Context: an optimization exercise on an open-source flow, tuned for small area. The choices shown serve that exercise and are no tape-out recipe. RTL that was checked went through simulation tests only; none was proved equivalent to the original. Only the layout flow was run in run 7; the RTL was not checked for function there. Power and IR drop assume default switching activity.

`flow/flow/run.sh`:
```
#!/bin/bash
# The standard layout with three changes:
#  - after the standard synthesis (unchanged), the combinational gates are
#    re-mapped by ABC for area (flow/remap.ys); registers keep names and cells;
#  - port buffers use buf_1 instead of clkdlybuf4s50_1;
#  - the clock tree uses clkbuf_8 with larger sink clusters and no dummy loads.
set -e
cat >> config.mk <<'EOC'
export BUFFER_PORTS_ARGS = -buffer_cell sky130_fd_sc_hd__buf_1
export GPL_KEEP_OVERFLOW = 0
export CTS_ARGS = -sink_clustering_enable -repair_clock_nets -dont_use_dummy_load -buf_list {sky130_fd_sc_hd__clkbuf_8} -sink_clustering_size 16 -sink_clustering_max_diameter 45
EOC
bash standard.sh synth > standard_synth.log 2>&1
R=orfs/results/$FLOW_PLATFORM/rule110_frame_rx/base
cp $R/1_2_yosys.v $R/1_2_yosys_std.v
LIB=$FLOW_HOME/platforms/$FLOW_PLATFORM/lib/sky130_fd_sc_hd__tt_025C_1v80.lib
sed -e "s|@LIB@|$LIB|g" -e "s|@IN@|$R/1_2_yosys_std.v|g" -e "s|@OUT@|$R/1_2_yosys_remap.v|g" \
    -e "s|@TOP@|$FLOW_TOP|g" -e "s|@ABC@|flow/remap.abc|g" -e "s|@STAT@|remap_stat.txt|g" \
    flow/remap.ys.in > remap.ys
YOSYS=$(command -v yosys || echo $FLOW_HOME/../tools/install/yosys/bin/yosys)
"$YOSYS" -s remap.ys > remap.log 2>&1
cp $R/1_2_yosys_remap.v $R/1_2_yosys.v
rm -f $R/1_synth.odb $R/1_synth.sdc
bash standard.sh > standard.log 2>&1
```
`flow/flow/remap.abc`:
```
&get -n
&st
&dch
&nf -a -R 1000
&put
```
`flow/flow/remap.ys.in`:
```
# Re-map the combinational logic of the standard synthesis for area. The
# flip-flops (and every other sequential cell) are kept as they are, with their
# names and cell types; only the gates between them are re-mapped.
read_liberty -ignore_miss_func @LIB@
read_verilog -defer @IN@
hierarchy -top @TOP@
setattr -mod -set keep_hierarchy 1 sky130_fd_sc_hd__*df* sky130_fd_sc_hd__*dl* sky130_fd_sc_hd__conb_1
flatten
delete t:$scopeinfo
rename -hide w:*.*
select -module @TOP@
opt -full
abc -liberty @LIB@ -dont_use sky130_fd_sc_hd__probe_p_8 -dont_use sky130_fd_sc_hd__probec_p_8 -dont_use sky130_fd_sc_hd__lpflow_* -script @ABC@
opt_clean -purge
hilomap -singleton -hicell sky130_fd_sc_hd__conb_1 HI -locell sky130_fd_sc_hd__conb_1 LO
insbuf -buf sky130_fd_sc_hd__buf_4 A X
opt_clean -purge
tee -o @STAT@ stat -liberty @LIB@
write_verilog -noattr -nohex -nodec -selected @OUT@
```
`flow/standard.sh`:
```
#!/bin/bash
# synth_recipe.tcl (not shown) runs the flow's synth.tcl, then flattens the netlist and writes it again
# the make line also repeats each setting of config.mk as NAME=value (left out here)
make -C /OpenROAD-flow-scripts/flow DESIGN_CONFIG=/design/flow/config.mk WORK_HOME=/design/flow/orfs CLKGATE_MAP_FILE= SYNTH_SCRIPT=/design/flow/synth_recipe.tcl "${@:-finish}"
```
`flow/config.mk`:
```
export PLATFORM = sky130hd
export DESIGN_NAME = rule110_frame_rx
export DESIGN_NICKNAME = rule110_frame_rx
export VERILOG_FILES = /design/flow/design.v
export SDC_FILE = /design/flow/constraint.sdc
export NUM_CORES = 4
export LEC_CHECK = 0
export ABC_AREA = 1
export CAP_MARGIN = 20
export CORE_MARGIN = 2
export CORE_UTILIZATION = 60
export PLACE_DENSITY = 0.7
export SLEW_MARGIN = 20
export BUFFER_PORTS_ARGS = -buffer_cell sky130_fd_sc_hd__buf_1
export GPL_KEEP_OVERFLOW = 0
export CTS_ARGS = -sink_clustering_enable -repair_clock_nets -dont_use_dummy_load -buf_list {sky130_fd_sc_hd__clkbuf_8} -sink_clustering_size 16 -sink_clustering_max_diameter 45
```
`flow/constraint.sdc`:
```
create_clock -name core_clock -period 5.0 [get_ports {clk}]
set_input_delay 1.0000 -clock core_clock [delete_from_list [all_inputs] [get_ports {clk}]]
set_output_delay 1.0000 -clock core_clock [all_outputs]
set_load 0.01 [all_outputs]
```
`flow/design.v`:
```
package rule110_pkg;
  localparam int CELLS = 256;
  localparam int WORD  = 16;
  localparam int WORDS = CELLS / WORD;
  typedef enum logic {
    IDLE = 1'b0,
    RECV = 1'b1
  } rx_state_e;
endpackage
module rule110_step #(
  parameter int N = rule110_pkg::WORD
) (
  input  logic [N-1:0] cur_i,
  input  logic         l_i,
  input  logic         r_i,
  output logic [N-1:0] nxt_o
);
  logic [N-1:0] left;
  logic [N-1:0] right;
  assign left  = {l_i, cur_i[N-1:1]};
  assign right = {cur_i[N-2:0], r_i};
  assign nxt_o = (left & cur_i & ~right) | (~left & cur_i) | (~cur_i & right);
endmodule
module rule110_frame_rx
(
  input  logic             clk,
  input  logic             rst,
  input  logic [rule110_pkg::WORD-1:0]  word_in,
  input  logic             word_valid,
  input  logic             sof,
  input  logic             check_en,
  output logic [rule110_pkg::CELLS-1:0] frame_out,
  output logic             frame_valid,
  output logic             mismatch,
  output logic             sync_err,
  output logic [15:0]      frame_count,
  output logic [7:0]       err_count,
  output rule110_pkg::rx_state_e state_dbg
);
  localparam int CELLS = rule110_pkg::CELLS;
  localparam int WORD  = rule110_pkg::WORD;
  localparam int WORDS = rule110_pkg::WORDS;
  rule110_pkg::rx_state_e state_q;
  logic [3:0]             idx_q;
  logic [CELLS-WORD-1:0]  asm_q;      
  logic [CELLS-1:0]       frame_q;    
  logic                   have_prev_q;
  logic                   diff_q;     
  logic                   frame_valid_q;
  logic                   mismatch_q;
  logic                   sync_err_q;
  logic [15:0]            frame_count_q;
  logic [7:0]             err_count_q;
  logic                   recv;
  logic                   take;
  logic                   last;
  logic [WORDS-1:0]       sel;
  logic [CELLS+1:0]       ext;
  logic [WORD+1:0]        win;
  logic [WORD-1:0]        exp_w;
  logic                   diff_w;
  logic                   diff_all;
  logic                   mismatch_d;
  assign recv = (state_q == rule110_pkg::RECV);
  assign take = word_valid & (sof | recv);           
  assign last = word_valid & recv & ~sof & (idx_q == 4'(WORDS - 1));
  assign ext = {1'b0, frame_q, 1'b0};
  always_comb begin
    for (int w = 0; w < WORDS; w++)
      sel[w] = (w == 0) ? sof : (~sof & (idx_q == 4'(w)));
    win = '0;
    for (int w = 0; w < WORDS; w++)
      win = win | ({(WORD+2){sel[w]}} & ext[CELLS+1-WORD*w -: WORD+2]);
  end
  rule110_step #(.N(WORD)) u_step (
    .cur_i (win[WORD:1]),
    .l_i   (win[WORD+1]),
    .r_i   (win[0]),
    .nxt_o (exp_w)
  );
  assign diff_w     = (word_in != exp_w);
  assign diff_all   = diff_w | diff_q;
  assign mismatch_d = check_en & have_prev_q & diff_all;
  logic sh_asm;
  logic hold_asm;
  assign sh_asm   = word_valid & ~rst;
  assign hold_asm = ~word_valid & ~rst;
  always_ff @(posedge clk) begin
    asm_q <= ({CELLS-WORD{sh_asm}} & {asm_q[CELLS-2*WORD-1:0], word_in})
           | ({CELLS-WORD{hold_asm}} & asm_q);
  end
  logic ld_frame;
  logic hold_frame;
  assign ld_frame   = last & ~rst;
  assign hold_frame = ~last & ~rst;
  always_ff @(posedge clk) begin
    frame_q <= ({CELLS{ld_frame}} & {asm_q, word_in}) | ({CELLS{hold_frame}} & frame_q);
  end
  always_ff @(posedge clk) begin
    if (take) diff_q <= diff_w | (diff_q & ~sof);
  end
  always_ff @(posedge clk) begin
    if (rst) begin
      state_q       <= rule110_pkg::IDLE;
      idx_q         <= '0;
      have_prev_q   <= 1'b0;
      frame_valid_q <= 1'b0;
      mismatch_q    <= 1'b0;
      sync_err_q    <= 1'b0;
      frame_count_q <= '0;
      err_count_q   <= '0;
    end else begin
      frame_valid_q <= last;
      mismatch_q    <= last & mismatch_d;
      sync_err_q    <= word_valid & (recv ? sof : ~sof);
      if (take) begin
        state_q <= rule110_pkg::RECV;
        idx_q   <= sof ? 4'd1 : idx_q + 4'd1;
      end
      if (last) begin
        have_prev_q   <= 1'b1;
        frame_count_q <= frame_count_q + 16'd1;
        if (mismatch_d && (err_count_q != 8'hFF)) begin
          err_count_q <= err_count_q + 8'd1;
        end
        state_q <= rule110_pkg::IDLE;
      end
    end
  end
  assign frame_out   = frame_q;
  assign frame_valid = frame_valid_q;
  assign mismatch    = mismatch_q;
  assign sync_err    = sync_err_q;
  assign frame_count = frame_count_q;
  assign err_count   = err_count_q;
  assign state_dbg   = state_q;
endmodule
```
==> metrics.md, run 1 <==
| Metric | Value |
|---|---|
| CP top delay family | `simple AND/OR/NAND/NOR gates` |
| Drt wl/cell | `between 20 and 25 um` |
| Core Box Area | `about 29000 sq um` |
| Worst Path Buf+Inv | `3` |
| Overall Global Routing Usage | `about 34%` |
| DRT iter0 DRCs | `around 1600` |
| Worst Setup Slack post-DPL | `-0.5359 ns` |
| CTS Buf Count | `46` |
| Mapped Nets | `approximately 1400` |
| Cells after Synth | `~1400` |
| Worst hold slack | `roughly 0.48 ns` |
| Min-delay src | `asm_q[236]` |
| Yosys warning total | `1` |
| VDD IR max | `about 250 uV` |
| Uppermost layer routed | `met4` |
| PwrDens | `~320 nW/um^2` |
| Max-slew violations | `0` |
| Setup Skew | `0.06142 ns` |
| Placed insts | `roughly 2100` |
| Reg2reg setup slack | `between 0.6 and 0.7 ns` |
| Metal-1 WL | `about 22 mm` |
| Pleak | `7.508 nW` |
| Die span in x | `between 150 and 200 um` |
| Initial Utilization | `between 60 and 70%` |
| Remaining global-route overflow | `0` |
| DRC errors left | `0` |
| Vias in the first global route | `13640` |
| FP Rows | `62` |
| I/O pins | `just over 300` |
| WP data arrival | `roughly 5.2 ns` |
| WL met3 | `between 4 and 5 mm` |
| Clock latency (worst-skew pair) | `around 0.61 ns` |
| Slowest cell on crit path | `nor3_2` |
| # hold bufs at CTS | `0` |
| Clk sinks | `530` |
| Post-route ant nets | `0` |
| CTS tree | `yes` |
| Final Critical Period | `roughly 4.8 ns` |
| Clock root cell | `clkbuf_8` |
| Worst setup EP type | `register` |
| Port bufs | `just over 300` |
| Worst Path Required | `5.41 ns` |
| Path depth of the worst reg2reg path | `18` |
| WL met2 | `about 23 mm` |
| Largest net degree at the start of global routing | `68` |
| Hpwl dp | `roughly 35 mm` |
| Clock Path Buffers | `3` |
| Placer Congestion | `between 0.8 and 0.9` |
| HP Class | `register to register` |
| Slew headroom | `a little over two fifths` |
| Die Ht | `~170 um` |
| Nets | `1798` |
| Critical R2R Capture | `err_count_q[1]` |
| Vias/cell | `between 6 and 7` |
| Kind of critical path | `input pin to register` |
| Total power | `roughly 6.6 mW` |
| Clock-pin transition on the worst setup and hold timing paths | `0.08 ns` |
| R2R Path Start | `idx_q[0]` |
| CP max FO | `24` |
| Synthesis-to-finish area growth | `19.34%` |
| Initial antenna violation count | `1` |
| Share of post-route cells with drive strength above 1 | `6.366%` |
| WP depth | `19` |
| First-pass iteration count of the detailed router | `6` |
| Final Instance Count excl. Fillers | `roughly 2200` |
| Status | `no timing/DRC/antenna violations` |
| H-tree depth | `2` |
| Post-Route Utilization | `between 70 and 80%` |
| First-pass GRT wire length | `80.89 mm` |
| Period utilisation layout | `between 90% and 100%` |
| Fin. Hold Viols | `0` |
| Setup WS post-layout | `around 0.25 ns` |
| Die area | `30290 sq um` |
| Max incr delay on CP | `0.61 ns` |
| Critical path origin | `sof` |
| Final setup viols | `0` |
| Max Cap Viol | `0` |
| Syn Area/Cell | `12.57 sq um` |
| RSZ-0062 raised after global routing | `false` |
| DR vias | `around 15000` |
| Worst-path cell chain | `clkbuf_4 > nor2b_1 > nand2_1 > nor3_2 > buf_6 > buf_4 > a22oi_1 > and4_1 > nand4_1 > nand3_1 > o21a_1 > xnor2_1 > nand4_1 > nor2_1 > nand2_1 > o2111ai_1 > a21oi_2 > o21ai_0 > a21oi_1` |
| Crit path to | `err_count_q[1]` |
| Detailed Route WL | `roughly 52 mm` |
| Critical Path Start Type | `input pin` |
| Fmax achieved | `roughly 210 MHz` |
| Post-CTS setup buffer count | `0` |
| Mapped Area | `between 15000 and 20000 sq um` |
| Tightest Pin Transition | `0.8674 ns` |
| Post-CTS Resized | `0` |
where the power goes:
| part | internal [mW] | switching (mW) | total [mW] |
|---|---|---|---|
| registers | 4.24 | 0.0162 | 4.25 |
| logic | 0.0851 | 0.156 | 0.241 |
| clock network | 0.823 | 1.30 | 2.12 |
| total | 5.14 | 1.47 | 6.61 |
worst register-to-register path, cell delays in order (launching register included):
cell and delay (ns):
dfxtp_1 0.43, nor2b_1 0.27, nand2_1 0.26, nor3_2 0.61, buf_6 0.23, buf_4 0.17, a22oi_1 0.10, and4_1 0.19
nand4_1 0.23, nand3_1 0.13, o21a_1 0.15, xnor2_1 0.17, nand4_1 0.11, nor2_1 0.23, nand2_1 0.16, o2111ai_1 0.31
a21oi_2 0.16, o21ai_0 0.20, a21oi_1 0.08
routing by layer:
metal	global-route usage, %	up-vias
met4	12.22	0
met1	47.99	7224
met2	50.48	738
met3	7.108	120
met5	0	-
li1	-	6501
worst min-delay path by stage:
stage / end / slack [ns] / cells after the start
2_1_floorplan: have_prev_q / 0.44 / 2
3_3_place_gp: have_prev_q / 0.45 / 2
3_5_place_dp: asm_q[237] / 0.46 / 1
4_1_cts: asm_q[223] / 0.47 / 1
5_1_grt: asm_q[238] / 0.50 / 1
6_report: asm_q[236] / 0.48 / 1
area by class of cell:
cell class | instances | area, sq um
antenna | 1 | 2.502
clock buffer | 46 | 633.1
fill | 2154 | 7920
inverter | 1 | 3.754
multi-input combinational | 849 | 6862
sequential | 530 | 10620
tap | 384 | 480.5
timing repair buffer | 349 | 2103
metrics by stage:
step | area [sq um] | setup TNS, ns
2_1_floorplan | 17370 | -455.25
3_3_place_gp | 18990 | -1748.36
3_5_place_dp | 20060 | -3.609
4_1_cts | 20690 | 0
5_1_grt | 20700 | 0
6_report | 20700 | 0
cell usage in the layout, fill, tap and decap left out, types with 2 or more instances in the layout:
cell type / instances
a211oi_1: 3
a21oi_1: 16
a221oi_1: 19
a222oi_1: 5
a22o_1: 516
a22oi_1: 97
a31oi_1: 3
and2_0: 5
and3_1: 9
and4_1: 15
buf_1: 302
buf_12: 15
buf_16: 21
buf_4: 6
buf_6: 3
clkbuf_8: 46
dfxtp_1: 529
nand2_1: 10
nand2b_1: 6
nand3_1: 20
nand4_1: 20
nand4b_1: 2
nor2_1: 17
nor2_4: 14
nor3_1: 9
nor3_2: 3
o21a_1: 7
o21ai_0: 20
or3_1: 2
xnor2_1: 7
xor2_1: 14
flip-flops by register name, summed over array words and instances, names as in the netlist:
register and count:
frame_q 256, asm_q 240, frame_count_q 16, err_count_q 8, idx_q 4, diff_q 1, frame_valid_q 1, have_prev_q 1
mismatch_q 1, state_q 1, sync_err_q 1
==> inputs of run 2 (changes only) <==
--- a/flow/flow/run.sh
+++ b/flow/flow/run.sh
@@ -7,7 +7,7 @@
 set -e
 cat >> config.mk <<'EOC'
 export BUFFER_PORTS_ARGS = -buffer_cell sky130_fd_sc_hd__buf_1
-export GPL_KEEP_OVERFLOW = 0
+export GPL_KEEP_OVERFLOW = 0.3
 export CTS_ARGS = -sink_clustering_enable -repair_clock_nets -dont_use_dummy_load -buf_list {sky130_fd_sc_hd__clkbuf_8} -sink_clustering_size 16 -sink_clustering_max_diameter 45
 EOC
 bash standard.sh synth > standard_synth.log 2>&1
--- a/flow/config.mk
+++ b/flow/config.mk
@@ -12,5 +12,5 @@
 export PLACE_DENSITY = 0.7
 export SLEW_MARGIN = 20
 export BUFFER_PORTS_ARGS = -buffer_cell sky130_fd_sc_hd__buf_1
-export GPL_KEEP_OVERFLOW = 0
+export GPL_KEEP_OVERFLOW = 0.3
 export CTS_ARGS = -sink_clustering_enable -repair_clock_nets -dont_use_dummy_load -buf_list {sky130_fd_sc_hd__clkbuf_8} -sink_clustering_size 16 -sink_clustering_max_diameter 45
==> run 2 against run 1 <==
Synthesized cell count stayed put. Non-clock buffer count is 10 higher. Utilization is 1.3 points lower. Highest routed layer unchanged. Combinational power is 23% lower. Die area stayed put. Sequential cell count stayed put.
==> metrics.md, run 2 <==
| Metric | Value |
|---|---|
| Status | `no timing/DRC/antenna violations` |
| Top Registers | `frame_q (256), asm_q (240), frame_count_q (16)` |
| Worst setup EP type | `register` |
| Mapped Nets | `1401 (unchanged)` |
| Detailed Route WL | `51.98 mm (-0.59%)` |
| Max Cap Viol | `0 (unchanged)` |
| Clock root cell | `clkbuf_8` |
| Fmax achieved | `227.5 MHz (+8.1%)` |
| Ant. Diodes | `0 (-1)` |
| Max FFs per register | `256 (unchanged)` |
| Clock latency (worst-skew pair) | `0.58 ns (-0.03 ns)` |
| First-pass iteration count of the detailed router | `5 (-1)` |
| DRT iter0 DRCs | `1605 (+1.9%)` |
| I/O pins | `305 (unchanged)` |
| Most frequent cells in the layout | `529 x dfxtp_1, 516 x a22o_1, 303 x buf_1, 97 x a22oi_1, 46 x clkbuf_8` |
| Post-CTS setup buffer count | `0 (unchanged)` |
| Core Box Area | `28630 sq um (unchanged)` |
| DR vias | `14600 (+0.082%)` |
| Worst hold slack | `0.4790 ns (-0.001347 ns)` |
| Clock-pin transition on the worst setup and hold timing paths | `0.07 ns (about the same)` |
| Port bufs | `304 (unchanged)` |
| Vias in the first global route | `13300 (-2.5%)` |
| Syn Area/Cell | `12.57 sq um (unchanged)` |
| # hold bufs at CTS | `0 (unchanged)` |
| Placer Congestion | `0.8603 (+5.1%)` |
| Period utilisation layout | `87.93% (-7.1 points)` |
| H-tree depth | `2 (unchanged)` |
| Placed insts | `2122 (+0.43%)` |
| PwrDens | `321.8 nW/um^2 (+0.75%)` |
| Share of post-route cells with drive strength above 1 | `6.779% (+0.41 points)` |
| RSZ-0062 raised after global routing | `false` |
| HP Class | `register to register` |
| Post-CTS Resized | `0 (unchanged)` |
| Setup Skew | `0.04202 ns (-0.01939 ns)` |
| Clock Path Buffers | `3 (unchanged)` |
| Nets | `1808 (+0.56%)` |
| DRC errors left | `0 (unchanged)` |
| Vias/cell | `6.729 (-0.33%)` |
| First-pass GRT wire length | `79.31 mm (-2.0%)` |
| VDD IR max | `263.0 uV (+3.7%)` |
| Die span in x | `174.0 um (unchanged)` |
| CP max FO | `12 (-50%)` |
| Die Ht | `174.0 um (unchanged)` |
| Fin. Hold Viols | `0 (unchanged)` |
| Max-slew violations | `0 (unchanged)` |
| Largest net degree at the start of global routing | `242 (+260%)` |
| Initial antenna violation count | `0 (-1)` |
| FP Rows | `62 (unchanged)` |
| Cells after Synth | `1380 (unchanged)` |
| Pleak | `7.419 nW (-1.2%)` |
| Overall Global Routing Usage | `32.90% (-0.71 points)` |
| Mapped Area | `17350 sq um (unchanged)` |
| Clk sinks | `530 (unchanged)` |
| Hpwl dp | `33.66 mm (-3.5%)` |
| Final setup TNS | `0 ns (unchanged)` |
| Yosys warning total | `1 (unchanged)` |
| Final setup viols | `0 (unchanged)` |
| Die area | `30290 sq um (unchanged)` |
| Reg2reg setup slack | `0.71 ns (+0.07 ns)` |
| Initial Utilization | `60.61% (unchanged)` |
| Remaining global-route overflow | `0 (unchanged)` |
| Tightest Pin Transition | `0.9962 ns (+0.1288 ns)` |
| Synthesis-to-finish area growth | `17.24%` |
| Final Instance Count excl. Fillers | `2169 (+0.42%)` |
| Worst Path Required | `5.47 ns (+0.06 ns)` |
| Drt wl/cell | `23.96 um (-1.0%)` |
| Slew headroom | `33.23% (-8.8 points)` |
| CTS Buf Count | `46 (unchanged)` |
| Kind of critical path | `input pin to register` |
| Most common cell after layout, fill and taps aside | `dfxtp_1` |
| CTS tree | `yes` |
| Final Critical Period | `4.396 ns (-0.3553 ns)` |
| Largest Register | `frame_q` |
| Setup WS post-layout | `0.6037 ns (+0.3553 ns)` |
| Post-Route Utilization | `71.06% (-1.3 points)` |
| WP data arrival | `4.87 ns (-0.29 ns)` |
| Critical Path Start Type | `input pin` |
| Post-route ant nets | `0 (unchanged)` |
| Worst Setup Slack post-DPL | `0.1003 ns (+0.6363 ns)` |
## run 2: power by group
| part | switching, mW | leakage [nW] | total, mW | internal [mW] |
|---|---|---|---|---|
| registers | 0.0162 | 4.27 | 4.25 | 4.24 |
| clock network | 1.28 | 0.331 | 2.11 | 0.823 |
| logic | 0.142 | 2.82 | 0.186 | 0.0433 |
## run 2: per-layer routing
layer	part of all wire [%]	wire (um)	GRT usage [%]
met3	9.3	4857	7.305
met4	3.5	1808	11.34
met2	43	22500	48.32
met1	44	22810	47.96
met5	0	0	0
## run 2: metrics by stage
stage,area (sq um),power [mW]
global placement,19670,4.527
detailed placement,19670,4.530
floorplan,17370,4.443
CTS,20310,6.567
finish,20340,6.546
global route,20340,6.750
## run 2: final cells by class
class,instances,area (sq um)
Clock buffer,46,633.1
Fill cell,2219,8284
Timing Repair Buffer,359,1795
Inverter,1,3.754
Tap cell,384,480.5
Multi-Input combinational cell,849,6808
Sequential cell,530,10620
## run 2: final timing paths
check | from | end | cells after the start
setup reg to reg | idx_q[0] | err_count_q[4] | 17
hold / removal | have_prev_q | have_prev_q | 2
setup / recovery | sof | err_count_q[4] | 18
hold reg to reg | have_prev_q | have_prev_q | 2
## run 2: critical path, cell delays in order
cell,delay [ns]
clkbuf_2,0.13
nor2b_1,0.19
nand2_1,0.12
nor3_2,0.76
buf_4,0.37
a22oi_1,0.13
and4_1,0.17
nand4_1,0.21
nand3_1,0.10
o21ai_0,0.11
xor2_1,0.10
nand4_1,0.10
nor2_1,0.08
nand2_1,0.15
o2111ai_1,0.15
a21oi_1,0.63
o21ai_0,0.19
o211a_1,0.17
==> inputs of run 3 (changes only) <==
--- a/flow/flow/run.sh
+++ b/flow/flow/run.sh
@@ -7,8 +7,7 @@
 set -e
 cat >> config.mk <<'EOC'
 export BUFFER_PORTS_ARGS = -buffer_cell sky130_fd_sc_hd__buf_1
-export GPL_KEEP_OVERFLOW = 0.3
-export CTS_ARGS = -sink_clustering_enable -repair_clock_nets -dont_use_dummy_load -buf_list {sky130_fd_sc_hd__clkbuf_8} -sink_clustering_size 16 -sink_clustering_max_diameter 45
+export CTS_ARGS = -sink_clustering_enable -repair_clock_nets -dont_use_dummy_load -buf_list {sky130_fd_sc_hd__clkbuf_8} -sink_clustering_size 18 -sink_clustering_max_diameter 48
 EOC
 bash standard.sh synth > standard_synth.log 2>&1
 R=orfs/results/$FLOW_PLATFORM/rule110_frame_rx/base
--- a/flow/config.mk
+++ b/flow/config.mk
@@ -12,5 +12,4 @@
 export PLACE_DENSITY = 0.7
 export SLEW_MARGIN = 20
 export BUFFER_PORTS_ARGS = -buffer_cell sky130_fd_sc_hd__buf_1
-export GPL_KEEP_OVERFLOW = 0.3
-export CTS_ARGS = -sink_clustering_enable -repair_clock_nets -dont_use_dummy_load -buf_list {sky130_fd_sc_hd__clkbuf_8} -sink_clustering_size 16 -sink_clustering_max_diameter 45
+export CTS_ARGS = -sink_clustering_enable -repair_clock_nets -dont_use_dummy_load -buf_list {sky130_fd_sc_hd__clkbuf_8} -sink_clustering_size 18 -sink_clustering_max_diameter 48
==> run 3 against run 2 <==
Still clean. Clock skew grew 0.034 ns. Total power shrank 0.73%. Count of clock-buffer cells in the layout shrank 3. Utilization shrank 0.86 points. First-iteration DRC count grew 16%. Clock power shrank 2%. Worst hold slack lost 0.037 ns. Routed wire length grew 0.56%. Sequential cell count is the same. Largest cell class unchanged. Largest power group unchanged.
==> metrics.md, run 3 <==
| Metric | Value |
|---|---|
| Yosys warning total | `1 (unchanged)` |
| Post-CTS setup buffer count | `0 (unchanged)` |
| Mapped Nets | `1401 (unchanged)` |
| First-pass GRT wire length | `78.70 mm (-0.77%)` |
| Hpwl dp | `33.06 mm (-1.8%)` |
| Post-Route Utilization | `70.20% (-0.86 points)` |
| Pleak | `7.301 nW (-1.6%)` |
| Port bufs | `304 (unchanged)` |
| Clock-pin transition on the worst setup and hold timing paths | `0.10 ns (+0.03 ns)` |
| Worst setup EP type | `register` |
| Status | `no timing/DRC/antenna violations` |
| R2R Path Start | `idx_q[2]` |
| Int Pwr | `5.055 mW (-0.93%)` |
| Setup Skew | `0.07605 ns (+0.03403 ns)` |
| Overall Global Routing Usage | `32.93% (+0.033 points)` |
| Flop pwr share | `65.4% (+0.4 points)` |
| Detailed Route WL | `52.27 mm (+0.56%)` |
| Clock Path Buffers | `3 (unchanged)` |
| Core Box Area | `28630 sq um (unchanged)` |
| Sw frac | `22.20% (+0.16 points)` |
| Max FFs per register | `256 (unchanged)` |
| Fmax achieved | `218.7 MHz (-3.9%)` |
| Hold depth | `1 (-1)` |
| Initial antenna violation count | `0 (unchanged)` |
| Max-slew violations | `0 (unchanged)` |
| Combinational Power Share | `2.9% (about the same)` |
| Max Cap Viol | `0 (unchanged)` |
| Top Registers | `frame_q (256), asm_q (240), frame_count_q (16)` |
| # hold bufs at CTS | `0 (unchanged)` |
| CTS Buf Count | `43 (-6.5%)` |
| VDD IR max | `231.1 uV (-12%)` |
| Nets | `1789 (-1.1%)` |
| Fin. Hold Viols | `0 (unchanged)` |
| Syn Area/Cell | `12.57 sq um (unchanged)` |
| DR vias | `14470 (-0.87%)` |
| Die span in x | `174.0 um (unchanged)` |
| Worst Path Required | `5.41 ns (-0.06 ns)` |
| Path depth of the worst reg2reg path | `14 (-3)` |
| Setup WS post-layout | `0.4265 ns (-0.1772 ns)` |
| Most common cell after layout, fill and taps aside | `dfxtp_1` |
| Slew headroom | `21.41% (-12 points)` |
| Post-route ant nets | `0 (unchanged)` |
| Cells after Synth | `1380 (unchanged)` |
| Vias in the first global route | `12900 (-3.0%)` |
| Clock latency (worst-skew pair) | `0.59 ns (about the same)` |
| Largest Register | `frame_q` |
| Initial Utilization | `60.61% (unchanged)` |
| First-pass iteration count of the detailed router | `6 (+1)` |
| Tightest Pin Transition | `1.178 ns (+0.1815 ns)` |
| Total power | `6.498 mW (-0.73%)` |
| Most frequent cells in the layout | `529 x dfxtp_1, 516 x a22o_1, 303 x buf_1, 97 x a22oi_1, 43 x clkbuf_8` |
| Final setup TNS | `0 ns (unchanged)` |
| CP max FO | `18 (+6)` |
| Kind of critical path | `input pin to register` |
| Die Ht | `174.0 um (unchanged)` |
| Min-delay src | `asm_q[111]` |
| Ant. Diodes | `0 (unchanged)` |
| Final setup viols | `0 (unchanged)` |
| Reg2reg setup slack | `0.62 ns (-0.09 ns)` |
| Largest net degree at the start of global routing | `241 (-0.41%)` |
| Critical R2R Capture | `err_count_q[4]` |
| Die area | `30290 sq um (unchanged)` |
| Period utilisation layout | `91.47% (+3.5 points)` |
| Remaining global-route overflow | `0 (unchanged)` |
| RSZ-0062 raised after global routing | `false` |
| Sw power | `1.443 mW (about the same)` |
| Post-CTS Resized | `0 (unchanged)` |
| WP data arrival | `4.98 ns (+0.11 ns)` |
| H-tree depth | `2 (unchanged)` |
| CTS tree | `yes` |
| Clk sinks | `530 (unchanged)` |
| Mapped Area | `17350 sq um (unchanged)` |
| HP Class | `register to register` |
| DRC errors left | `0 (unchanged)` |
| Final Critical Period | `4.573 ns (+0.1772 ns)` |
| Placer Congestion | `0.8663 (+0.70%)` |
| Vias/cell | `6.729 (about the same)` |
| PwrDens | `323.4 nW/um^2 (+0.49%)` |
| Share of post-route cells with drive strength above 1 | `5.776% (-1.0 points)` |
| DRT iter0 DRCs | `1863 (+16%)` |
| Worst Setup Slack post-DPL | `0.01952 ns (-0.08082 ns)` |
| Critical Path Start Type | `input pin` |
| Synthesis-to-finish area growth | `15.82%` |
| Clock root cell | `clkbuf_8` |
| I/O pins | `305 (unchanged)` |
| Drt wl/cell | `24.31 um (+1.5%)` |
| # fillers | `2179 (-1.8%)` |
| FP Rows | `62 (unchanged)` |
| Clk pwr share | `31.6% (-0.6 points)` |
| WHS Endpoint | `frame_q[127]` |
==> run 3: changes by cell type in the layout (fill, tap and decap cells not counted), sizes merged <==
| cell | change |
|---|---|
| buf | -16 |
| clkbuf | -3 |
==> run 3: cell type report <==
cell class | count | area [sq um] | share of cell area (%)
Tap cell | 384 | 480.5 | 2.391
Timing Repair Buffer | 343 | 1600 | 7.964
Clock buffer | 43 | 591.8 | 2.945
Inverter | 1 | 3.754 | 0.01868
Sequential cell | 530 | 10620 | 52.85
Multi-Input combinational cell | 849 | 6798 | 33.83
==> run 3: worst max-delay path: stages <==
cell and delay, ns:
clkbuf_2 0.20, nor2_1 0.15, nand2_1 0.16, nor2_2 0.93, a22oi_1 0.18, and4_1 0.27
nand4_1 0.23, o21ai_0 0.17, xor2_1 0.16, nand4_1 0.10, nor2_1 0.08, nand2_1 0.14
o2111ai_1 0.16, a21oi_1 0.66, o21ai_0 0.20, o211a_1 0.17
==> run 3: per-stage QoR <==
step	hold slack (ns)	area [sq um]	instances
final	0.4420	20090	2150
after global routing	0.4944	20090	2150
after CTS	0.4568	20040	2148
after detailed placement	0.4603	19450	2105
after global placement	0.4510	19450	2105
after floorplan	0.4411	17370	1380
==> run 3: metal layers <==
metal	vias to the layer above	share of wire, %	global-route usage (%)
met4	0	3.7	12.08
li1	6478	-	-
met1	7088	44	48.14
met2	766	43	47.63
met3	136	9.8	7.633
met5	-	0	0
==> run 3: worst max-delay path by stage <==
stage | startpoint | endpoint
finish | sof | err_count_q[4]
detailed placement | sof | err_count_q[4]
global route | sof | err_count_q[4]
floorplan | word_valid | frame_q[0]
global placement | sof | err_count_q[4]
CTS | sof | err_count_q[4]
==> run 3: power groups by stage <==
| stage | clock network, mW | logic (mW) | registers (mW) |
|---|---|---|---|
| floorplan | 0 | 0.0971 | 4.35 |
| global placement | 0 | 0.178 | 4.35 |
| detailed placement | 0 | 0.179 | 4.35 |
| CTS | 2.07 | 0.180 | 4.25 |
| global route | 2.23 | 0.200 | 4.26 |
| finish | 2.06 | 0.189 | 4.25 |
==> inputs of run 4 (changes only) <==
--- a/flow/design.v
+++ b/flow/design.v
@@ -55,39 +55,45 @@
   logic                   take;
   logic                   last;
   logic [WORDS-1:0]       sel;
-  logic [CELLS+1:0]       ext;
-  logic [WORD+1:0]        win;
-  logic [WORD-1:0]        exp_w;
+  logic [WORD-1:0]        win;
+  logic [1:0]             lo_q;       
+  logic                   lft;
+  logic [WORD-2:0]        exp_w;
+  logic                   exp_prev;
+  logic                   exp_last;
   logic                   diff_w;
   logic                   diff_all;
   logic                   mismatch_d;
   assign recv = (state_q == rule110_pkg::RECV);
   assign take = word_valid & (sof | recv);           
   assign last = word_valid & recv & ~sof & (idx_q == 4'(WORDS - 1));
-  assign ext = {1'b0, frame_q, 1'b0};
   always_comb begin
     for (int w = 0; w < WORDS; w++)
       sel[w] = (w == 0) ? sof : (~sof & (idx_q == 4'(w)));
     win = '0;
     for (int w = 0; w < WORDS; w++)
-      win = win | ({(WORD+2){sel[w]}} & ext[CELLS+1-WORD*w -: WORD+2]);
+      win = win | ({WORD{sel[w]}} & frame_q[CELLS-1-WORD*w -: WORD]);
   end
-  rule110_step #(.N(WORD)) u_step (
-    .cur_i (win[WORD:1]),
-    .l_i   (win[WORD+1]),
+  assign lft = sof ? 1'b0 : lo_q[0];
+  rule110_step #(.N(WORD-1)) u_step (
+    .cur_i (win[WORD-1:1]),
+    .l_i   (lft),
     .r_i   (win[0]),
     .nxt_o (exp_w)
   );
-  assign diff_w     = (word_in != exp_w);
+  assign exp_prev = (lo_q[0] ^ win[WORD-1]) | (lo_q[0] & ~lo_q[1]);
+  assign exp_last = win[0];
+  assign diff_w     = (word_in[WORD-1:1] != exp_w)
+                    | (~sof & (asm_q[0] ^ exp_prev))
+                    | (sel[WORDS-1] & (word_in[0] ^ exp_last));
   assign diff_all   = diff_w | diff_q;
   assign mismatch_d = check_en & have_prev_q & diff_all;
-  logic sh_asm;
-  logic hold_asm;
-  assign sh_asm   = word_valid & ~rst;
-  assign hold_asm = ~word_valid & ~rst;
   always_ff @(posedge clk) begin
-    asm_q <= ({CELLS-WORD{sh_asm}} & {asm_q[CELLS-2*WORD-1:0], word_in})
-           | ({CELLS-WORD{hold_asm}} & asm_q);
+    if (take) lo_q <= win[1:0];
+  end
+  always_ff @(posedge clk) begin
+    asm_q <= ({CELLS-WORD{word_valid}} & {asm_q[CELLS-2*WORD-1:0], word_in})
+           | ({CELLS-WORD{~word_valid}} & asm_q);
   end
   logic ld_frame;
   logic hold_frame;
--- a/flow/flow/run.sh
+++ b/flow/flow/run.sh
@@ -7,7 +7,7 @@
 set -e
 cat >> config.mk <<'EOC'
 export BUFFER_PORTS_ARGS = -buffer_cell sky130_fd_sc_hd__buf_1
-export CTS_ARGS = -sink_clustering_enable -repair_clock_nets -dont_use_dummy_load -buf_list {sky130_fd_sc_hd__clkbuf_8} -sink_clustering_size 18 -sink_clustering_max_diameter 48
+export CTS_ARGS = -sink_clustering_enable -repair_clock_nets -dont_use_dummy_load -buf_list {sky130_fd_sc_hd__clkbuf_8} -sink_clustering_size 16 -sink_clustering_max_diameter 45
 EOC
 bash standard.sh synth > standard_synth.log 2>&1
 R=orfs/results/$FLOW_PLATFORM/rule110_frame_rx/base
==> flow/flow/remap.abc (replaced) <==
strash
dc2
&get -n
&dch
&nf -a -R 1000
&put
==> flow/config.mk (replaced) <==
export PLATFORM = sky130hd
export DESIGN_NAME = rule110_frame_rx
export DESIGN_NICKNAME = rule110_frame_rx
export VERILOG_FILES = /design/flow/design.v
export SDC_FILE = /design/flow/constraint.sdc
export NUM_CORES = 4
export LEC_CHECK = 0
export ABC_AREA = 1
export CAP_MARGIN = 20
export CORE_MARGIN = 2
export CORE_UTILIZATION = 72
export PLACE_DENSITY = 0.8
export SLEW_MARGIN = 20
export BUFFER_PORTS_ARGS = -buffer_cell sky130_fd_sc_hd__buf_1
export CTS_ARGS = -sink_clustering_enable -repair_clock_nets -dont_use_dummy_load -buf_list {sky130_fd_sc_hd__clkbuf_8} -sink_clustering_size 16 -sink_clustering_max_diameter 45
==> run 4 against run 3 <==
Sequential share of layout area rose by 11 points. Fmax shrank 1.2%. Critical path type unchanged. First-iteration DRC count is 34% higher. Die area fell by 16%. Largest power group unchanged. Still clean.
==> metrics.md, run 4 <==
| Metric | Value |
|---|---|
| Status | `no timing/DRC/antenna violations` |
| Nets | `1576 (-12%)` |
| FP Rows | `56 (-9.7%)` |
| Critical Path Start Type | `input pin` |
| CTS tree | `yes` |
| # hold bufs at CTS | `0 (unchanged)` |
| Slowest cell on crit path | `a221o_1` |
| Worst Setup Slack post-DPL | `-0.1645 ns (-0.1840 ns)` |
| CP max FO | `7 (-11)` |
| Most common cell after layout, fill and taps aside | `buf_1` |
| Detailed Route WL | `50.99 mm (-2.5%)` |
| Post-CTS Resized | `0 (unchanged)` |
| Yosys warning total | `1 (unchanged)` |
| Mapped Area | `17450 sq um (+0.56%)` |
| Post-route ant nets | `0 (unchanged)` |
| I/O pins | `305 (unchanged)` |
| Max-slew violations | `0 (unchanged)` |
| Clk sinks | `532 (+0.38%)` |
| Placed insts | `1827 (-13%)` |
| Die area | `25490 sq um (-16%)` |
| Critical R2R Capture | `err_count_q[6]` |
| Clock Path Buffers | `3 (unchanged)` |
| Final Cell Area | `20510 sq um (+2.1%)` |
| Clock root cell | `clkbuf_8` |
| Vias in the first global route | `12520 (-3.0%)` |
| Fin. Hold Viols | `0 (unchanged)` |
| Drt wl/cell | `27.22 um (+12%)` |
| VDD IR max | `321.9 uV (+39%)` |
| DR vias | `13310 (-8.0%)` |
| Max incr delay on CP | `0.36 ns (-0.57 ns)` |
| Final setup viols | `0 (unchanged)` |
| Remaining global-route overflow | `0 (unchanged)` |
| First-pass GRT wire length | `76.04 mm (-3.4%)` |
| Initial antenna violation count | `1 (+1)` |
| Overall Global Routing Usage | `38.82% (+5.9 points)` |
| Reg2reg setup slack | `0.48 ns (-0.14 ns)` |
| WP data arrival | `5.08 ns (+0.10 ns)` |
| Placer Congestion | `0.9475 (+9.4%)` |
| HP Class | `register to register` |
| Clock latency (worst-skew pair) | `0.58 ns (about the same)` |
| DP Area | `19860 sq um (+2.1%)` |
| Final Critical Period | `4.628 ns (+0.05443 ns)` |
| Setup Skew | `0.04719 ns (-0.02886 ns)` |
| PwrDens | `339.1 nW/um^2 (+4.9%)` |
| Max Cap Viol | `0 (unchanged)` |
| Fmax achieved | `216.1 MHz (-1.2%)` |
| Initial Utilization | `73.88% (+13 points)` |
| First-pass iteration count of the detailed router | `8 (+2)` |
| Hold depth | `0 (-1)` |
| Period utilisation layout | `92.56% (+1.1 points)` |
| Most frequent cells in the layout | `302 x buf_1, 287 x dfxtp_1, 261 x a22o_1, 243 x edfxtp_1, 75 x buf_4` |
| Cells after Synth | `1117 (-19%)` |
| DRT iter0 DRCs | `2493 (+34%)` |
| Kind of critical path | `input pin to register` |
| Core Box Area | `23610 sq um (-18%)` |
| DRC errors left | `0 (unchanged)` |
| Die span in x | `159.7 um (-8.3%)` |
| Tightest Pin Transition | `1.108 ns (-0.06998 ns)` |
| Pleak | `7.292 nW (-0.13%)` |
| CTS Buf Count | `44 (+2.3%)` |
| Vias/cell | `7.104 (+5.6%)` |
| Worst Path Required | `5.45 ns (+0.04 ns)` |
| Synthesis-to-finish area growth | `17.59%` |
| Die Ht | `159.7 um (-8.3%)` |
| Mapped Nets | `1138 (-19%)` |
| Slew headroom | `26.16% (+4.7 points)` |
| Final Instance Count excl. Fillers | `1873 (-13%)` |
| Largest net degree at the start of global routing | `165 (-32%)` |
| Port bufs | `304 (unchanged)` |
| Worst setup EP type | `register` |
| Clock-pin transition on the worst setup and hold timing paths | `0.09 ns (about the same)` |
| Path depth of the worst reg2reg path | `24 (+10)` |
| Share of post-route cells with drive strength above 1 | `9.981% (+4.2 points)` |
| Setup WS post-layout | `0.3721 ns (-0.05443 ns)` |
| R2R Path Start | `idx_q[1]` |
| RSZ-0062 raised after global routing | `false` |
| H-tree depth | `2 (unchanged)` |
| Hpwl dp | `34.56 mm (+4.5%)` |
| Syn Area/Cell | `15.62 sq um (+24%)` |
| Post-CTS setup buffer count | `0 (unchanged)` |
==> run 4: per-stage QoR <==
step | power, mW | TNS (ns) | util (%) | hold slack (ns)
2_1_floorplan | 4.855 | -13.65 | - | 0.4277
3_3_place_gp | 4.963 | -0.4017 | 84.12 | 0.4288
3_5_place_dp | 4.975 | -0.4322 | 84.12 | 0.4354
4_1_cts | 6.936 | 0 | 86.69 | 0.4347
5_1_grt | 7.100 | 0 | 86.86 | 0.4443
6_report | 6.955 | 0 | 86.87 | 0.4374
==> run 4: worst max-delay path by stage <==
stage	start	to	slack, ns	depth (start not counted)
after floorplan	sof	frame_q[0]	-0.05	5
after global placement	sof	err_count_q[6]	-0.17	24
after detailed placement	sof	err_count_q[6]	-0.16	22
after CTS	idx_q[2]	err_count_q[6]	0.31	21
after global routing	sof	err_count_q[5]	0.01	24
final	sof	err_count_q[6]	0.37	25
==> run 4: power breakdown <==
part           internal [mW]  switching (mW)  leakage (nW)
combinational         0.0248           0.112          2.27
sequential              4.68          0.0701          4.70
clock                  0.790            1.28         0.316
==> run 4: layout make-up <==
type                       instances  area [sq um]
tap                              319         399.1
clock buffer                      44         605.6
multi-input combinational        581          4429
fill                            1100          3099
inverter                           4         15.01
sequential                       532         13090
antenna                            1         2.502
timing repair buffer             392          1977
==> run 4: critical path: cells and delay by family <==
family	cells	cell delay, ns
compound gates	6	1.28
buf+inv	3	0.50
xor+xnor	1	0.15
simple gates	15	2.15
==> run 4: layer usage <==
| metal | part of all wire, % | routed length (um) | vias up | track usage (%) |
|---|---|---|---|---|
| li1 | - | - | 5526 | - |
| met2 | 46 | 23480 | 1194 | 60.04 |
| met4 | 4.0 | 2029 | 0 | 13.35 |
| met5 | 0 | 0 | - | 0 |
| met3 | 14 | 7173 | 198 | 9.558 |
| met1 | 36 | 18300 | 6387 | 54.87 |
==> inputs of run 5 (changes only) <==
==> flow/flow/remap.abc (replaced) <==
&get -n
&st
&dch
&nf -a -R 1000
&put
--- a/flow/config.mk
+++ b/flow/config.mk
@@ -8,8 +8,8 @@
 export ABC_AREA = 1
 export CAP_MARGIN = 20
 export CORE_MARGIN = 2
-export CORE_UTILIZATION = 72
-export PLACE_DENSITY = 0.8
+export CORE_UTILIZATION = 60
+export PLACE_DENSITY = 0.7
 export SLEW_MARGIN = 20
 export BUFFER_PORTS_ARGS = -buffer_cell sky130_fd_sc_hd__buf_1
 export CTS_ARGS = -sink_clustering_enable -repair_clock_nets -dont_use_dummy_load -buf_list {sky130_fd_sc_hd__clkbuf_8} -sink_clustering_size 16 -sink_clustering_max_diameter 45
==> run 5 against run 4 <==
Largest power group unchanged. Non-clock buffer count shrank 16. Highest routed layer is now met5. Still clean on timing, DRC and antenna. Register-to-register slack got worse by 0.02 ns. Synthesized cell count is 1.1% higher.
==> metrics.md, run 5 <==
| Metric | Value |
|---|---|
| Sw power | `1.478 mW (+1.3%)` |
| Final Cell Area | `20530 sq um (about the same)` |
| Status | `no timing/DRC/antenna violations` |
| Placer Congestion | `0.9152 (-3.4%)` |
| Post-CTS Resized | `0 (unchanged)` |
| Vias in the first global route | `11730 (-6.3%)` |
| HP Class | `register to register` |
| Final setup TNS | `0 ns (unchanged)` |
| WP data arrival | `5.26 ns (+0.18 ns)` |
| Syn Area/Cell | `15.54 sq um (-0.49%)` |
| Drt wl/cell | `25.74 um (-5.5%)` |
| Final setup viols | `0 (unchanged)` |
| Share of post-route cells with drive strength above 1 | `9.026% (-0.95 points)` |
| Post-route ant nets | `0 (unchanged)` |
| Critical Path Start Type | `input pin` |
| Worst Path Required | `5.50 ns (+0.05 ns)` |
| Port bufs | `304 (unchanged)` |
| Cells after Synth | `1129 (+1.1%)` |
| Placed insts | `1888 (+3.3%)` |
| Clk sinks | `532 (unchanged)` |
| Clock Path Buffers | `3 (unchanged)` |
| Core Box Area | `28780 sq um (+22%)` |
| Final Critical Period | `4.764 ns (+0.1360 ns)` |
| CTS tree | `yes` |
| Max Cap Viol | `0 (unchanged)` |
| I/O pins | `305 (unchanged)` |
| # hold bufs at CTS | `0 (unchanged)` |
| Most frequent cells in the layout | `302 x buf_1, 289 x dfxtp_1, 269 x a22o_1, 243 x edfxtp_1, 78 x a22oi_1` |
| Die Ht | `175.0 um (+9.6%)` |
| CTS Buf Count | `46 (+4.5%)` |
| Fmax achieved | `209.9 MHz (-2.9%)` |
| Yosys warning total | `1 (unchanged)` |
| Clock root cell | `clkbuf_8` |
| Remaining global-route overflow | `0 (unchanged)` |
| Max-slew violations | `0 (unchanged)` |
| Detailed Route WL | `49.80 mm (-2.3%)` |
| DP Area | `19870 sq um (about the same)` |
| Mapped Nets | `1150 (+1.1%)` |
| Clk pwr share | `30.2% (+0.5 points)` |
| DRT iter0 DRCs | `1928 (-23%)` |
| Flop pwr share | `67.7% (-0.6 points)` |
| First-pass GRT wire length | `73.47 mm (-3.4%)` |
| PwrDens | `341.6 nW/um^2 (+0.74%)` |
| Post-CTS setup buffer count | `0 (unchanged)` |
| Mapped Area | `17550 sq um (+0.58%)` |
| Post-Route Utilization | `71.32% (-16 points)` |
| Fin. Hold Viols | `0 (unchanged)` |
| Hpwl dp | `33.69 mm (-2.5%)` |
| FP Rows | `62 (+11%)` |
| Worst Setup Slack post-DPL | `-0.1753 ns (-0.01077 ns)` |
| VDD IR max | `248.9 uV (-23%)` |
| CP max FO | `9 (+2)` |
| Int Pwr | `5.534 mW (+0.68%)` |
| Nets | `1574 (-0.13%)` |
| Initial Utilization | `60.97% (-13 points)` |
| Pleak | `7.154 nW (-1.9%)` |
| Initial antenna violation count | `2 (+1)` |
| Slew headroom | `27.12% (+0.97 points)` |
| Overall Global Routing Usage | `31.60% (-7.2 points)` |
| First-pass iteration count of the detailed router | `7 (-1)` |
| Kind of critical path | `input pin to register` |
| Worst hold slack | `0.4233 ns (-0.01408 ns)` |
| Vias/cell | `6.542 (-7.9%)` |
| Path depth of the worst reg2reg path | `19 (-21%)` |
| Clock latency (worst-skew pair) | `0.60 ns (+0.02 ns)` |
| Setup Skew | `0.05768 ns (+0.01050 ns)` |
| Setup WS post-layout | `0.2361 ns (-0.1360 ns)` |
| Worst setup EP type | `register` |
| Largest net degree at the start of global routing | `214 (+30%)` |
| Hold depth | `0 (unchanged)` |
| Synthesis-to-finish area growth | `16.99%` |
| Period utilisation layout | `95.28% (+2.7 points)` |
| Total power | `7.011 mW (+0.80%)` |
| Die span in x | `175.0 um (+9.6%)` |
| Tightest Pin Transition | `1.093 ns (-0.01449 ns)` |
| Ant. Diodes | `0 (-1)` |
| Combinational Power Share | `2.1% (about the same)` |
| H-tree depth | `2 (unchanged)` |
| RSZ-0062 raised after global routing | `false` |
| DR vias | `12660 (-4.9%)` |
| DRC errors left | `0 (unchanged)` |
| Final Instance Count excl. Fillers | `1935 (+3.3%)` |
| Die area | `30630 sq um (+20%)` |
| Clock-pin transition on the worst setup and hold timing paths | `0.09 ns (about the same)` |
| Most common cell after layout, fill and taps aside | `buf_1` |
| Sw frac | `21.07% (+0.096 points)` |
## run 5: cell types whose count changed in the layout (fill, tap and decap cells not counted), sizes merged, moves of 5 or more
cell / delta
a22oi: +55
a222oi: -41
nand3: -19
buf: -16
a221oi: +9
a22o: +8
nand4: +6
o21bai: -6
a21oi: -5
nand2: -5
xnor2: +5
## run 5: layer usage
metal / part of all wire (%) / GRT usage (%) / routed length (um)
met1: 41 / 46.24 / 20230
met2: 45 / 47.25 / 22370
met3: 11 / 6.767 / 5432
met4: 3.5 / 10.94 / 1734
met5: 0.060 / 0 / 30
## run 5: final cells by class
class                      instances  area, sq um
clock buffer                      46        633.1
fill                            2099         8253
inverter                           3        11.26
multi-input combinational        594         4533
sequential                       532        13080
tap                              384        480.5
timing repair buffer             376         1787
## run 5: critical path, stage by stage
cell and delay, ns:
clkbuf_2 0.15, or3_1 0.45, buf_4 0.17, nor2_2 0.31, buf_12 0.20, a22o_1 0.16
a221oi_1 0.05, and3_1 0.20, nand4_1 0.17, nand2_1 0.09, o21ai_0 0.26, o221ai_1 0.17
a2111oi_0 0.43, nand3_1 0.25, or3_1 0.44, nand4_1 0.13, a211oi_1 0.07, and2_0 0.23
and3_1 0.20, nor3_1 0.12
## run 5: worst paths after layout
path                               start        endpoint  slack [ns]
worst max-delay path                 sof  err_count_q[5]        0.24
worst min-delay path            register        register        0.42
worst max register to register  idx_q[1]  err_count_q[5]        0.46
worst min register to register  register        register        0.42
## run 5: power groups by stage
stage	Sequential, mW	Combinational (mW)	Clock [mW]
after global placement	4.84	0.142	0
after CTS	4.75	0.144	2.14
after detailed placement	4.84	0.143	0
after floorplan	4.82	0.0447	0
final	4.75	0.147	2.12
after global routing	4.76	0.155	2.30
==> inputs of run 6 (changes only) <==
==> flow/flow/remap.abc (replaced) <==
strash
dc2
&get -n
&dch
&nf -a -R 1000
&put
==> run 6 against run 5 <==
Still clean. Sequential cell count unchanged. Register-to-register slack got worse by 0.12 ns. Largest power group unchanged. Global-route usage fell by 0.25 points. Die area shrank 0.56%. Critical endpoint is now err_count_q[6]. Final cell count shrank 0.41%.
==> metrics.md, run 6 <==
| Metric | Value |
|---|---|
| Clock latency (worst-skew pair) | `0.59 ns (about the same)` |
| WP data arrival | `5.10 ns (-0.16 ns)` |
| DRT iter0 DRCs | `2081 (+7.9%)` |
| Worst setup EP type | `register` |
| I/O pins | `305 (unchanged)` |
| Post-Route Utilization | `71.71% (+0.38 points)` |
| Final setup TNS | `0 ns (unchanged)` |
| Hold depth | `0 (unchanged)` |
| CP max FO | `6 (-3)` |
| Clock root cell | `clkbuf_8` |
| Worst Path Required | `5.43 ns (-0.07 ns)` |
| Largest net degree at the start of global routing | `152 (-29%)` |
| Period utilisation layout | `93.45% (-1.8 points)` |
| Critical R2R Capture | `err_count_q[6]` |
| DR vias | `12530 (-1.0%)` |
| Synthesis-to-finish area growth | `17.98%` |
| Placer Congestion | `0.9022 (-1.4%)` |
| Total power | `7.002 mW (-0.13%)` |
| Share of post-route cells with drive strength above 1 | `9.209% (+0.18 points)` |
| Remaining global-route overflow | `0 (unchanged)` |
| VDD IR max | `222.1 uV (-11%)` |
| Vias in the first global route | `11730 (-0.017%)` |
| Overall Global Routing Usage | `31.35% (-0.25 points)` |
| Die span in x | `174.5 um (-0.28%)` |
| Drt wl/cell | `25.35 um (-1.5%)` |
| Worst Setup Slack post-DPL | `-0.09672 ns (+0.07858 ns)` |
| DRC errors left | `0 (unchanged)` |
| Reg2reg setup slack | `0.34 ns (-0.12 ns)` |
| Mapped Area | `17450 sq um (-0.58%)` |
| Most frequent cells in the layout | `302 x buf_1, 289 x dfxtp_1, 261 x a22o_1, 243 x edfxtp_1, 57 x a222oi_1` |
| Port bufs | `304 (unchanged)` |
| Setup WS post-layout | `0.3277 ns (+0.09158 ns)` |
| Core Box Area | `28700 sq um (-0.27%)` |
| Vias/cell | `6.501 (-0.63%)` |
| Kind of critical path | `input pin to register` |
| Clock Path Buffers | `3 (unchanged)` |
| Clock-pin transition on the worst setup and hold timing paths | `0.09 ns (about the same)` |
| Final setup viols | `0 (unchanged)` |
| Fin. Hold Viols | `0 (unchanged)` |
| First-pass GRT wire length | `72.82 mm (-0.88%)` |
| R2R Path Start | `idx_q[2]` |
| FP Rows | `62 (unchanged)` |
| PwrDens | `340.2 nW/um^2 (-0.40%)` |
| Clk sinks | `532 (unchanged)` |
| HP Class | `register to register` |
| Initial Utilization | `60.78% (-0.19 points)` |
| Final Instance Count excl. Fillers | `1927 (-0.41%)` |
| Path depth of the worst reg2reg path | `22 (+3)` |
| CTS Buf Count | `47 (+2.2%)` |
| Mapped Nets | `1138 (-1.0%)` |
| Pleak | `7.253 nW (+1.4%)` |
| First-pass iteration count of the detailed router | `8 (+1)` |
| Initial antenna violation count | `1 (-1)` |
| Detailed Route WL | `48.84 mm (-1.9%)` |
| Setup Skew | `0.04776 ns (-0.009927 ns)` |
| Die Ht | `174.5 um (-0.28%)` |
| DP Area | `19920 sq um (+0.25%)` |
| Post-route ant nets | `0 (unchanged)` |
| H-tree depth | `2 (unchanged)` |
| Final Critical Period | `4.672 ns (-0.09158 ns)` |
| Syn Area/Cell | `15.62 sq um (+0.49%)` |
| Critical Path Start Type | `input pin` |
| Slew headroom | `42.71% (+16 points)` |
| Fmax achieved | `214.0 MHz (+2.0%)` |
| Nets | `1565 (-0.57%)` |
| Hpwl dp | `33.59 mm (-0.29%)` |
| CTS tree | `yes` |
| Placed insts | `1879 (-0.48%)` |
| Yosys warning total | `1 (unchanged)` |
| Most common cell after layout, fill and taps aside | `buf_1` |
| # fillers | `2007 (-4.4%)` |
| Worst hold slack | `0.3976 ns (-0.02562 ns)` |
| Tightest Pin Transition | `0.8593 ns (-0.2339 ns)` |
| Max-slew violations | `0 (unchanged)` |
| Status | `no timing/DRC/antenna violations` |
| Final Cell Area | `20580 sq um (+0.27%)` |
| Max Cap Viol | `0 (unchanged)` |
| Cells after Synth | `1117 (-1.1%)` |
| Die area | `30460 sq um (-0.56%)` |
run 6: final cells by class:
class	instances	area (sq um)	share of cell area, %
Multi-Input combinational cell	581	4428	21.51
Tap cell	384	480.5	2.334
Inverter	4	15.01	0.07295
Sequential cell	532	13080	63.56
Antenna cell	1	2.502	0.01216
Timing Repair Buffer	378	1927	9.362
Clock buffer	47	646.9	3.143
run 6: timing repair:
item / in CTS / in global routing
buffers inserted: 0 / 0
hold buffers: 0 / 0
setup endpoints to repair: 0 / 3
endpoints found under the hold margin: 0 / 0
resized for setup: 0 / 2
run 6: how the worst max path moves through the flow:
stage | start | to | slack (ns) | cells past startpoint
5_1_grt | sof | err_count_q[5] | -0.05 | 24
3_3_place_gp | sof | err_count_q[6] | -0.009 | 24
4_1_cts | idx_q[2] | err_count_q[6] | 0.44 | 22
2_1_floorplan | sof | frame_q[0] | -0.05 | 5
6_report | sof | err_count_q[6] | 0.33 | 24
3_5_place_dp | sof | err_count_q[6] | -0.1 | 24
run 6: metal layers:
layer	global-route usage, %	vias to the layer above	wire length (um)
met1	46.49	6103	20240
li1	-	5499	-
met3	8.290	119	5879
met5	0	-	0
met2	45.21	806	21190
met4	10.59	0	1535
run 6: power by group:
| group | internal [mW] | switching, mW | total (mW) |
|---|---|---|---|
| Sequential | 4.68 | 0.0629 | 4.74 |
| Clock | 0.840 | 1.28 | 2.12 |
| Combinational | 0.0253 | 0.112 | 0.138 |
| Total | 5.55 | 1.46 | 7.00 |
run 6: critical path: stages:
cell,delay (ns)
clkbuf_2,0.14
nor2_1,0.06
nand2_1,0.21
nor3_2,0.07
buf_4,0.17
a22o_1,0.22
a221oi_1,0.25
and4_1,0.24
nand3_1,0.22
nand3_1,0.13
o21ai_0,0.12
a221o_1,0.36
a2111oi_0,0.40
nand4_1,0.18
nor3_2,0.15
nand2b_1,0.14
nand4_1,0.12
a21oi_1,0.06
and2_0,0.17
and3_1,0.19
and3_1,0.19
nand2_1,0.10
xor2_1,0.16
nor2_1,0.06
==> inputs of run 7 (changes only) <==
--- a/flow/design.v
+++ b/flow/design.v
@@ -54,53 +54,34 @@
   logic                   recv;
   logic                   take;
   logic                   last;
-  logic [WORDS-1:0]       sel;
-  logic [WORD-1:0]        win;
-  logic [1:0]             lo_q;       
-  logic                   lft;
-  logic [WORD-2:0]        exp_w;
-  logic                   exp_prev;
-  logic                   exp_last;
+  logic [3:0]             widx;
+  logic [CELLS+1:0]       ext;
+  logic [WORD+1:0]        win;
+  logic [WORD-1:0]        exp_w;
   logic                   diff_w;
   logic                   diff_all;
   logic                   mismatch_d;
   assign recv = (state_q == rule110_pkg::RECV);
   assign take = word_valid & (sof | recv);           
   assign last = word_valid & recv & ~sof & (idx_q == 4'(WORDS - 1));
+  assign widx = sof ? 4'd0 : idx_q;
+  assign ext = {1'b0, frame_q, 1'b0};
   always_comb begin
-    for (int w = 0; w < WORDS; w++)
-      sel[w] = (w == 0) ? sof : (~sof & (idx_q == 4'(w)));
     win = '0;
     for (int w = 0; w < WORDS; w++)
-      win = win | ({WORD{sel[w]}} & frame_q[CELLS-1-WORD*w -: WORD]);
+      if (widx == 4'(w)) win = ext[CELLS+1-WORD*w -: WORD+2];
   end
-  assign lft = sof ? 1'b0 : lo_q[0];
-  rule110_step #(.N(WORD-1)) u_step (
-    .cur_i (win[WORD-1:1]),
-    .l_i   (lft),
+  rule110_step #(.N(WORD)) u_step (
+    .cur_i (win[WORD:1]),
+    .l_i   (win[WORD+1]),
     .r_i   (win[0]),
     .nxt_o (exp_w)
   );
-  assign exp_prev = (lo_q[0] ^ win[WORD-1]) | (lo_q[0] & ~lo_q[1]);
-  assign exp_last = win[0];
-  assign diff_w     = (word_in[WORD-1:1] != exp_w)
-                    | (~sof & (asm_q[0] ^ exp_prev))
-                    | (sel[WORDS-1] & (word_in[0] ^ exp_last));
+  assign diff_w     = (word_in != exp_w);
   assign diff_all   = diff_w | diff_q;
   assign mismatch_d = check_en & have_prev_q & diff_all;
   always_ff @(posedge clk) begin
-    if (take) lo_q <= win[1:0];
-  end
-  always_ff @(posedge clk) begin
-    asm_q <= ({CELLS-WORD{word_valid}} & {asm_q[CELLS-2*WORD-1:0], word_in})
-           | ({CELLS-WORD{~word_valid}} & asm_q);
-  end
-  logic ld_frame;
-  logic hold_frame;
-  assign ld_frame   = last & ~rst;
-  assign hold_frame = ~last & ~rst;
-  always_ff @(posedge clk) begin
-    frame_q <= ({CELLS{ld_frame}} & {asm_q, word_in}) | ({CELLS{hold_frame}} & frame_q);
+    if (word_valid) asm_q <= {asm_q[CELLS-2*WORD-1:0], word_in};
   end
   always_ff @(posedge clk) begin
     if (take) diff_q <= diff_w | (diff_q & ~sof);
@@ -109,6 +90,7 @@
     if (rst) begin
       state_q       <= rule110_pkg::IDLE;
       idx_q         <= '0;
+      frame_q       <= '0;
       have_prev_q   <= 1'b0;
       frame_valid_q <= 1'b0;
       mismatch_q    <= 1'b0;
@@ -124,6 +106,7 @@
         idx_q   <= sof ? 4'd1 : idx_q + 4'd1;
       end
       if (last) begin
+        frame_q       <= {asm_q, word_in};
         have_prev_q   <= 1'b1;
         frame_count_q <= frame_count_q + 16'd1;
         if (mismatch_d && (err_count_q != 8'hFF)) begin
==> flow/flow/remap.abc (replaced) <==
&get -n
&st
&dch
&nf -a -R 1000
&put
==> run 7 against run 6 <==
Total power decreased by 0.88%. Die area increased by 2.1%. Combinational power about the same. Via count increased by 1.2%. Critical path type unchanged. Highest routed layer unchanged. Largest cell class unchanged. Cell area increased by 0.65%. First-iteration DRC count decreased by 23%.
==> metrics.md, run 7 <==
| Metric | Value |
|---|---|
| Status | `no timing/DRC/antenna violations` |
| Initial Utilization | `60.47% (-0.31 points)` |
| Critical Path Start Type | `input pin` |
| Vias in the first global route | `11920 (+1.7%)` |
| Fin. Hold Viols | `0 (unchanged)` |
| DRC errors left | `0 (unchanged)` |
| Most common cell after layout, fill and taps aside | `buf_1` |
| Tightest Pin Transition | `1.075 ns (+0.2155 ns)` |
| DRT iter0 DRCs | `1606 (-23%)` |
| DR vias | `12670 (+1.2%)` |
| Yosys warning total | `1 (unchanged)` |
| R2R Path Start | `idx_q[2]` |
| Detailed Route WL | `47.26 mm (-3.2%)` |
| HP Class | `register to register` |
| Worst hold slack | `0.4202 ns (+0.02258 ns)` |
| Post-CTS setup buffer count | `0 (unchanged)` |
| Placer Congestion | `0.8530 (-5.5%)` |
| Post-route ant nets | `0 (unchanged)` |
| Most frequent cells in the layout | `303 x buf_1, 289 x dfxtp_1, 260 x a22o_1, 241 x edfxtp_1, 60 x a21oi_1` |
| Worst Path Required | `5.49 ns (+0.06 ns)` |
| Pleak | `7.321 nW (+0.94%)` |
| Clock Path Buffers | `3 (unchanged)` |
| Kind of critical path | `input pin to register` |
| Worst setup EP type | `register` |
| Clk sinks | `530 (-0.38%)` |
| Clock root cell | `clkbuf_8` |
| Max FFs per register | `roughly 260` |
| Mapped Area | `17830 sq um (+2.2%)` |
| Clock latency (worst-skew pair) | `0.59 ns (about the same)` |
| Reg2reg setup slack | `0.51 ns (+0.17 ns)` |
| Ant. Diodes | `0 (-1)` |
| First-pass GRT wire length | `70.97 mm (-2.5%)` |
| RSZ-0062 raised after global routing | `false` |
| Critical R2R Capture | `err_count_q[5]` |
| CTS Buf Count | `45 (-4.3%)` |
| Largest net degree at the start of global routing | `178 (+17%)` |
| Initial antenna violation count | `0 (-1)` |
| Final Critical Period | `4.715 ns (+0.04225 ns)` |
| # hold bufs at CTS | `0 (unchanged)` |
| Total power | `6.941 mW (-0.88%)` |
| Die span in x | `176.4 um (+1.1%)` |
| Fmax achieved | `212.1 MHz (-0.90%)` |
| WHS Endpoint | `asm_q[104]` |
| # fillers | `2183 (+8.8%)` |
| WP data arrival | `5.20 ns (+0.10 ns)` |
| I/O pins | `305 (unchanged)` |
| First-pass iteration count of the detailed router | `6 (-2)` |
| Share of post-route cells with drive strength above 1 | `7.364% (-1.8 points)` |
| Overall Global Routing Usage | `29.69% (-1.7 points)` |
| Port bufs | `304 (unchanged)` |
| Path depth of the worst reg2reg path | `21 (-4.5%)` |
| Core Box Area | `29480 sq um (+2.7%)` |
| PwrDens | `335.0 nW/um^2 (-1.5%)` |
| Final setup viols | `0 (unchanged)` |
| Die Ht | `176.4 um (+1.1%)` |
| FP Rows | `63 (+1.6%)` |
| Hold depth | `0 (unchanged)` |
| Largest Register | `frame_q` |
| Max Cap Viol | `0 (unchanged)` |
| Period utilisation layout | `94.29% (+0.85 points)` |
| Drt wl/cell | `23.56 um (-7.1%)` |
| Remaining global-route overflow | `0 (unchanged)` |
| Min-delay src | `asm_q[88]` |
| Hpwl dp | `31.73 mm (-5.5%)` |
| Nets | `1639 (+4.7%)` |
| Mapped Nets | `1234 (+8.4%)` |
| Synthesis-to-finish area growth | `16.20%` |
| H-tree depth | `2 (unchanged)` |
| CP max FO | `9 (+3)` |
| Vias/cell | `6.318 (-2.8%)` |
| Syn Area/Cell | `14.70 sq um (-5.9%)` |
| Slew headroom | `27.59% (-15 points)` |
| Clock-pin transition on the worst setup and hold timing paths | `0.10 ns (about the same)` |
| Max-slew violations | `0 (unchanged)` |
| Die area | `31110 sq um (+2.1%)` |
| CTS tree | `yes` |
| Cells after Synth | `1213 (+8.6%)` |
| Post-CTS Resized | `0 (unchanged)` |
| VDD IR max | `217.2 uV (-2.2%)` |
| Setup Skew | `0.03799 ns (-0.009772 ns)` |
| Top Registers | `frame_q (256), asm_q (240), frame_count_q (16)` |
-- run 7: final cells by class --
class	count	area [sq um]	share of cell area [%]
flip-flops and latches	530	13020	62.86
inverters	5	18.77	0.09060
multi-input cells	678	4855	23.43
clock buffers	45	619.3	2.990
well taps	390	488.0	2.356
repair buffers	358	1713	8.268
-- run 7: stage by stage --
stage          cells  setup slack, ns  instance area (sq um)  utilization (%)  setup TNS [ns]
4_1_cts         2006           0.3837                  20720            70.27               0
3_3_place_gp    1961         -0.03914                  20100            68.17         -0.1388
3_5_place_dp    1961          -0.1814                  20100            68.17          -1.050
6_report        2006           0.2855                  20720            70.27               0
2_1_floorplan   1213          0.04332                  17860                -               0
5_1_grt         2006         0.003029                  20720            70.27               0
-- run 7: metal layers --
metal | GRT usage (%) | part of all wire (%) | vias up
met5 | 0 | 0 | -
met4 | 9.780 | 3.1 | 0
met3 | 5.835 | 9.3 | 83
met2 | 44.35 | 45 | 675
met1 | 43.98 | 43 | 6182
li1 | - | - | 5733
-- run 7: how the worst max path moves through the flow --
stage / start / to / slack, ns / cells past startpoint
global route: sof / err_count_q[2] / 0.003 / 22
floorplan: sof / frame_valid_q / 0.04 / 5
CTS: sof / err_count_q[5] / 0.38 / 22
global placement: sof / err_count_q[2] / -0.04 / 21
finish: sof / err_count_q[5] / 0.29 / 22
detailed placement: sof / err_count_q[5] / -0.18 / 22
-- run 7: critical path, cell delays in order --
cell and delay, ns:
buf_1 0.20, buf_4 0.21, nor2_1 0.12, nand2_1 0.16, nor2_2 0.52, a222oi_1 0.22, nand3_1 0.12, o21ai_0 0.12
a31oi_1 0.34, a221oi_1 0.13, a21oi_1 0.32, a21oi_1 0.11, a21oi_1 0.18, xor2_1 0.17, nand4_1 0.10, nor4_1 0.27
a31oi_1 0.16, buf_4 0.16, and2_0 0.14, buf_4 0.16, nand2b_1 0.14, a21oi_1 0.12
-- run 7: power by group --
part,internal (mW),switching [mW],total [mW]
Sequential,4.66,0.0582,4.72
Clock,0.806,1.27,2.08
Combinational,0.0257,0.114,0.140
Total,5.49,1.45,6.94

afterwards: timing with drivers on the ports:
In the flow no input, the clock included, has a driving cell. The finished layouts below were timed again as built, in two steps. Step 1, drivers: a clkbuf_16 drives clk and a buf_2 each remaining input, both assumed. Step 2, shift: input delay + t, output delay - t, t = (earliest + latest rising clock arrival at the registers) / 2. This alone moves slack from input paths to output paths. Slacks: ideal / step 1 / step 2; pairs: ideal / step 1.
| run | t, ns | slack for setup (ns) |
|---|---|---|
| run 1 | 0.633 | 0.248 / 0.278 / -0.355 |
| run 2 | 0.618 | 0.604 / 0.620 / 0.002 |
| run 3 | 0.599 | 0.427 / 0.425 / -0.174 |
| run 4 | 0.610 | 0.372 / 0.321 / -0.289 |
| run 5 | 0.627 | 0.236 / 0.219 / -0.408 |
| run 6 | 0.614 | 0.328 / 0.257 / -0.357 |
| run 7 | 0.616 | 0.285 / 0.309 / -0.307 |
With both steps, setup timing fails in 6 of these runs, where it was met with ideal ports.
